Background: an optimization exercise with open tools, aiming at small area, a short achievable clock period and few clock cycles per item. Do not read the settings as production practice.
No run shown here included a check of the RTL's function; only the layout flow was run.

==> flow/design.v (outline; a module is shown in full before it is edited, if it fits) <==
// module mul_unit: 1253 lines
// module mul_final: 133 lines
// module ooo_core: 140 lines
module ooo_core (
    input  wire logic        clk,
    input  wire logic        i_arst_n,
    input  wire logic        i_disp_valid,
    input  wire logic [2:0]  i_disp_op,
    input  wire logic [4:0]  i_disp_rdst,
    input  wire logic [31:0] i_disp_a,
    input  wire logic [31:0] i_disp_b,
    output logic             o_disp_ready,
    output logic             o_ret_valid,
    output logic [4:0]       o_ret_rdst,
    output logic [2:0]       o_ret_tag,
    output logic [31:0]      o_ret_data,
    input  wire logic        i_ret_ready
);
  // ...
==> flow/run.sh <==
#!/bin/bash
# synth_recipe.tcl (not shown) runs the flow's synth.tcl, then flattens the netlist and writes it again
# the make line also repeats each setting of config.mk as NAME=value (left out here)
make -C /OpenROAD-flow-scripts/flow DESIGN_CONFIG=/design/flow/config.mk WORK_HOME=/design/flow/orfs CLKGATE_MAP_FILE= SYNTH_SCRIPT=/design/flow/synth_recipe.tcl finish
==> flow/config.mk <==
export PLATFORM = sky130hd
export DESIGN_NAME = ooo_core
export DESIGN_NICKNAME = ooo_core
export VERILOG_FILES = /design/flow/design.v
export SDC_FILE = /design/flow/constraint.sdc
export NUM_CORES = 4
export LEC_CHECK = 0
export CAP_MARGIN = 20
export CORE_MARGIN = 2
export CORE_UTILIZATION = 40
export SETUP_SLACK_MARGIN = 3.0
export SLEW_MARGIN = 20
==> flow/constraint.sdc <==
create_clock -name core_clock -period 6.5 [get_ports {clk}]
set_input_delay 1.3000 -clock core_clock [delete_from_list [all_inputs] [get_ports {clk}]]
set_output_delay 1.3000 -clock core_clock [all_outputs]
set_load 0.01 [all_outputs]
==> run_summary.xml, run 1 <==
<?xml version="1.0" encoding="UTF-8"?>
<metrics>
  <group name="status">
    <metric name="result_of_the_run" unit="">finished clean</metric>
  </group>
  <group name="final_layout">
    <metric name="multi_input_cells" unit="">1766</metric>
    <metric name="final_core_utilization" unit="%">50.7</metric>
    <metric name="inverters_excl_clock" unit="">260</metric>
    <metric name="multi_input_area_share" unit="%">54.9</metric>
    <metric name="biggestRegsByFlops" unit="">cs2: 109 flops, out_q: 37 flops, a1: 32 flops</metric>
    <metric name="layout_common_cells" unit="">a22oi_1 (247), edfxtp_1 (241), inv_1 (194)</metric>
    <metric name="multi_input_area" unit="sq um">17200</metric>
    <metric name="syn2layout_area_growth" unit="%">25.0</metric>
  </group>
  <group name="yosys">
    <metric name="synthXorXnorAreaFrac" unit="%">12.0</metric>
    <metric name="synth_mux_area_share" unit="%">2.65</metric>
    <metric name="yosys_warns" unit="">1</metric>
    <metric name="number_of_enable_type_register_cells_in_the_synthesized_netlist" unit="">241</metric>
    <metric name="synth-compound-area-share" unit="%">18.4</metric>
    <metric name="yosysMostFrequentCell" unit="">a22oi_1</metric>
  </group>
  <group name="clocking">
    <metric name="cts_inserted_buffers" unit="">29</metric>
    <metric name="h-tree-depth" unit="">1</metric>
    <metric name="clkSlewWorstSetupHoldPaths" unit="ns">0.06</metric>
  </group>
  <group name="grt">
    <metric name="grt.met3_usage" unit="%">4.74</metric>
    <metric name="grtUsageMet2" unit="%">41.7</metric>
    <metric name="grt_antenna_before_repair" unit="">0</metric>
  </group>
  <group name="sta">
    <metric name="setup_tns" unit="ns">0</metric>
    <metric name="rsz_0062_raised_after_global_routing" unit="">true</metric>
  </group>
  <group name="floorplan">
    <metric name="n_tap_cell" unit="">837</metric>
    <metric name="coreArea" unit="sq um">61800</metric>
  </group>
</metrics>
==> run 2: changes to the inputs <==
--- a/flow/config.mk
+++ b/flow/config.mk
@@ -9,4 +9,4 @@
 export CORE_MARGIN = 2
 export CORE_UTILIZATION = 40
-export SETUP_SLACK_MARGIN = 3.0
+export SETUP_SLACK_MARGIN = 3.4
 export SLEW_MARGIN = 20
==> run 2 against run 1 <==
Die area unchanged.
==> run_summary.xml, run 2 <==
<?xml version="1.0" encoding="UTF-8"?>
<metrics>
  <group name="grt">
    <metric name="globalRouteOverflowTotal" unit="">0</metric>
    <metric name="grt_antenna_before_repair" unit="">1</metric>
    <metric name="grt_first_pass_wirelength" unit="um">141000</metric>
    <metric name="track_usage" unit="%">29.4</metric>
    <metric name="first_global_vias" unit="">21700</metric>
    <metric name="pin_count_of_the_biggest_net_entering_global_routing" unit="">80</metric>
  </group>
  <group name="drt">
    <metric name="met3RoutedLength" unit="um">8930</metric>
    <metric name="drc" unit="">0</metric>
    <metric name="routed_wirelength" unit="um">97300</metric>
    <metric name="met1_length" unit="um">36300</metric>
    <metric name="detail_route.iter0.violations" unit="">2408</metric>
    <metric name="route.vias.total" unit="">21600</metric>
    <metric name="route.detailed.vias_per_inst" unit="">6.01</metric>
    <metric name="iteration_count_of_the_initial_detailed_routing_pass" unit="">8</metric>
    <metric name="ant_nets" unit="">0</metric>
    <metric name="route.detailed.wl_per_inst" unit="um">27.1</metric>
    <metric name="top_layer_used" unit="">met5</metric>
    <metric name="met2_wirelength" unit="um">45500</metric>
  </group>
  <group name="floorplan">
    <metric name="die_area" unit="sq um">64700</metric>
    <metric name="die_w" unit="um">254</metric>
    <metric name="floorplan.initialDensity" unit="%">40.6</metric>
    <metric name="coreArea" unit="sq um">61800</metric>
    <metric name="boundaryPins" unit="">118</metric>
    <metric name="total_number_of_placement_rows" unit="">91</metric>
    <metric name="die_height" unit="um">254</metric>
  </group>
  <group name="sta">
    <metric name="max_transition_viols_final" unit="">0</metric>
    <metric name="fmax" unit="GHz">0.254</metric>
    <metric name="timing_worst_slew_pin_value" unit="ns">1.03</metric>
    <metric name="rsz_0062_raised_after_global_routing" unit="">true</metric>
    <metric name="slew-limit-headroom" unit="%">30.6</metric>
    <metric name="fin_worst_skew" unit="ns">0.0507</metric>
    <metric name="final_hold_viol_count" unit="">0</metric>
    <metric name="final.min_clock_period" unit="ns">3.94</metric>
    <metric name="final_min_period_over_clock_period" unit="%">60.6</metric>
    <metric name="final_setup_violation_count" unit="">0</metric>
    <metric name="setup_tns" unit="ns">0</metric>
  </group>
  <group name="final_layout">
    <metric name="layout.cells.most_common" unit="">edfxtp_1</metric>
    <metric name="n_fill_cell" unit="">5355</metric>
    <metric name="flip_flop_count_of_the_largest_register_after_layout" unit="">109</metric>
    <metric name="finalNonFillerCells" unit="">3591</metric>
    <metric name="stdcell_area" unit="sq um">32700</metric>
    <metric name="final_layout_size_suffix_gt1_share" unit="%">30.3</metric>
    <metric name="syn2layout_area_growth" unit="%">30.3</metric>
    <metric name="regMostFlops" unit="">cs2</metric>
    <metric name="layout_common_cells" unit="">edfxtp_1 (241), a22oi_1 (225), inv_1 (201)</metric>
    <metric name="biggestRegsByFlops" unit="">cs2: 109 flops, out_q: 37 flops, a1: 32 flops</metric>
    <metric name="design.final.nets" unit="">3154</metric>
    <metric name="multi_input_area" unit="sq um">17600</metric>
    <metric name="seq_area" unit="sq um">7390</metric>
  </group>
  <group name="clocking">
    <metric name="clkSlewWorstSetupHoldPaths" unit="ns">0.07</metric>
    <metric name="clock-sinks" unit="">247</metric>
    <metric name="clock_insertion_delay_worst_skew" unit="ns">0.64</metric>
    <metric name="cts.path.max_buffers" unit="">3</metric>
    <metric name="cts_root_buf" unit="">clkbuf_16</metric>
    <metric name="cts_inserted_buffers" unit="">30</metric>
    <metric name="tritoncts_clock_tree" unit="">done</metric>
    <metric name="h-tree-depth" unit="">1</metric>
  </group>
  <group name="critical_path">
    <metric name="cp_common_cell" unit="">fa_2</metric>
    <metric name="critPathArrivalTime" unit="ns">4.32</metric>
    <metric name="worst_path_max_delay_cell" unit="">fa_1</metric>
    <metric name="crit_path_max_fanout" unit="">8</metric>
    <metric name="critPathMaxStageDelay" unit="ns">0.54</metric>
    <metric name="path_cells" unit="">buf_6, buf_16, nand2b_2, nand3_1, o21ai_0, fa_2, fa_1, inv_1, fa_2, fa_2, fa_2, inv_2, ha_1</metric>
    <metric name="start_kind" unit="">flop</metric>
    <metric name="timing.setup.critical_path_class" unit="">flop to flop</metric>
    <metric name="endpoint_kind" unit="">flop</metric>
    <metric name="worstPathRequired" unit="ns">6.89</metric>
  </group>
  <group name="place">
    <metric name="port-buffer-count" unit="">117</metric>
    <metric name="dp.cells" unit="">3276</metric>
    <metric name="place_hpwl" unit="um">62400</metric>
    <metric name="placed_cell_area" unit="sq um">27300</metric>
    <metric name="routabilityCongestion" unit="">0.963</metric>
  </group>
  <group name="yosys">
    <metric name="synth.lib_cells_used.distinct" unit="">65</metric>
    <metric name="number_of_enable_type_register_cells_in_the_synthesized_netlist" unit="">241</metric>
    <metric name="ys.flop_type" unit="">edfxtp_1</metric>
    <metric name="synth.yosys.seq_area_share" unit="%">29.5</metric>
    <metric name="netlist_top_cells_count" unit="">a22oi_1 (284), inv_1 (259), edfxtp_1 (241)</metric>
    <metric name="postSynth.asyncResetShare" unit="%">2.43</metric>
    <metric name="post-synth-top-area-cell" unit="">edfxtp_1</metric>
    <metric name="synth.cell_area" unit="sq um">25100</metric>
    <metric name="synth_seq_cells" unit="">247</metric>
    <metric name="ys_top_cells_by_area" unit="">edfxtp_1 (29%), fa_1 (17%), a22oi_1 (8.5%)</metric>
    <metric name="yosys_warns" unit="">1</metric>
    <metric name="syn-instance-count" unit="">2509</metric>
    <metric name="synth_top_cell_area_share" unit="%">28.9</metric>
    <metric name="yosysMostFrequentCell" unit="">a22oi_1</metric>
    <metric name="synth_area_per_cell" unit="sq um">9.99</metric>
    <metric name="syn_nets" unit="">2932</metric>
  </group>
  <group name="status">
    <metric name="result_of_the_run" unit="">finished clean</metric>
  </group>
  <group name="min_path">
    <metric name="min_path_type" unit="">flop to flop</metric>
  </group>
  <group name="job">
    <metric name="timing.max_cap.violations" unit="">0</metric>
  </group>
</metrics>
==> run 2: cells by family after synthesis <==
logic type / count (synthesis) / share of synthesized area, %
buffers and inverters: 497 / 7.67
flip-flops: 247 / 29.5
AND/OR/NAND/NOR: 329 / 6.08
AO/OA/AOI/OAI: 686 / 18.4
adder cells (fa/ha/maj): 347 / 23.7
other: 1 / 0.0150
multiplexers: 59 / 2.65
XOR/XNOR: 343 / 12.0
==> run 2: path summary, 6_finish.rpt <==
check                         start   endpoint  slack [ns]  cells past startpoint
hold reg to reg            rdst2[1]  out_q[33]        0.42                      0
setup reg to reg              xrow1    cs2[92]        2.56                     13
hold / removal             rdst2[1]  out_q[33]        0.42                      0
max in group asynchronous  i_arst_n      out_v        5.35                      1
min in group asynchronous  i_arst_n         v2        0.91                      1
setup / recovery              xrow1    cs2[92]        2.56                     13
==> run 2: critical path: cells and delay by family, from the launching register on <==
kind	cells	cell delay (ns)
adders and majority gates	6	2.24
buffers and inverters	4	0.46
and+or+nand+nor	2	0.42
DFF	1	0.39
AOI/OAI and AO/OA	1	0.18
==> run 2: metal layers <==
layer	GRT usage (%)	up-vias
met5	0	-
li1	-	9169
met3	5.98	411
met2	48.1	1288
met4	16.9	2
met1	36.2	10700
==> run 2: cell type report <==
class,instances,share of cell area [%]
Antenna cell,1,0.00766
Clock buffer,36,2.46
Clock inverter,18,0.571
Inverter,260,3.06
Multi-Input combinational cell,1768,53.8
Sequential cell,247,22.6
Tap cell,837,3.21
Timing Repair Buffer,423,14.3
Timing Repair inverter,1,0.0153
==> run 2: timing repair <==
item | CTS | global route
cloned | 18 | 5
pin swaps | 78 | 117
buffers inserted | 184 | 53
resized for setup | 401 | 200
hold buffers | 0 | 0
setup endpoints to repair | 311 | 133
==> run 2: through the flow <==
stage	worst slack, ns	util [%]	hold slack (ns)
after CTS	2.60	50.8	0.418
after global placement	2.02	44.1	0.401
after detailed placement	2.00	44.1	0.406
after floorplan	2.17	-	0.400
final	2.56	52.8	0.419
after global routing	2.51	52.8	0.427

[re-timing with driven ports]
The flow's constraints put no driver on any port. The routed layouts listed below were extracted and timed again, unchanged, in two steps. Step 1 sets driving cells, clkbuf_16 on the clock port and buf_2 on the other inputs (assumed; they add their load-dependent delay and slew). Step 2, shift: input delay + t, output delay - t, t = (earliest + latest rising clock arrival at the registers) / 2. This alone moves slack from input paths to output paths. a / b / c = ideal ports / drivers / drivers and shift; a / b = the first two.
run	t, ns	setup WS [ns]	worst setup path at the end	pins driven straight from the clock port
run 1	0.643	2.626 / 2.626 / 2.626	register to register	1
run 2	0.670	2.564 / 2.564 / 2.564	register to register	1
After both steps every run listed still meets setup and hold.
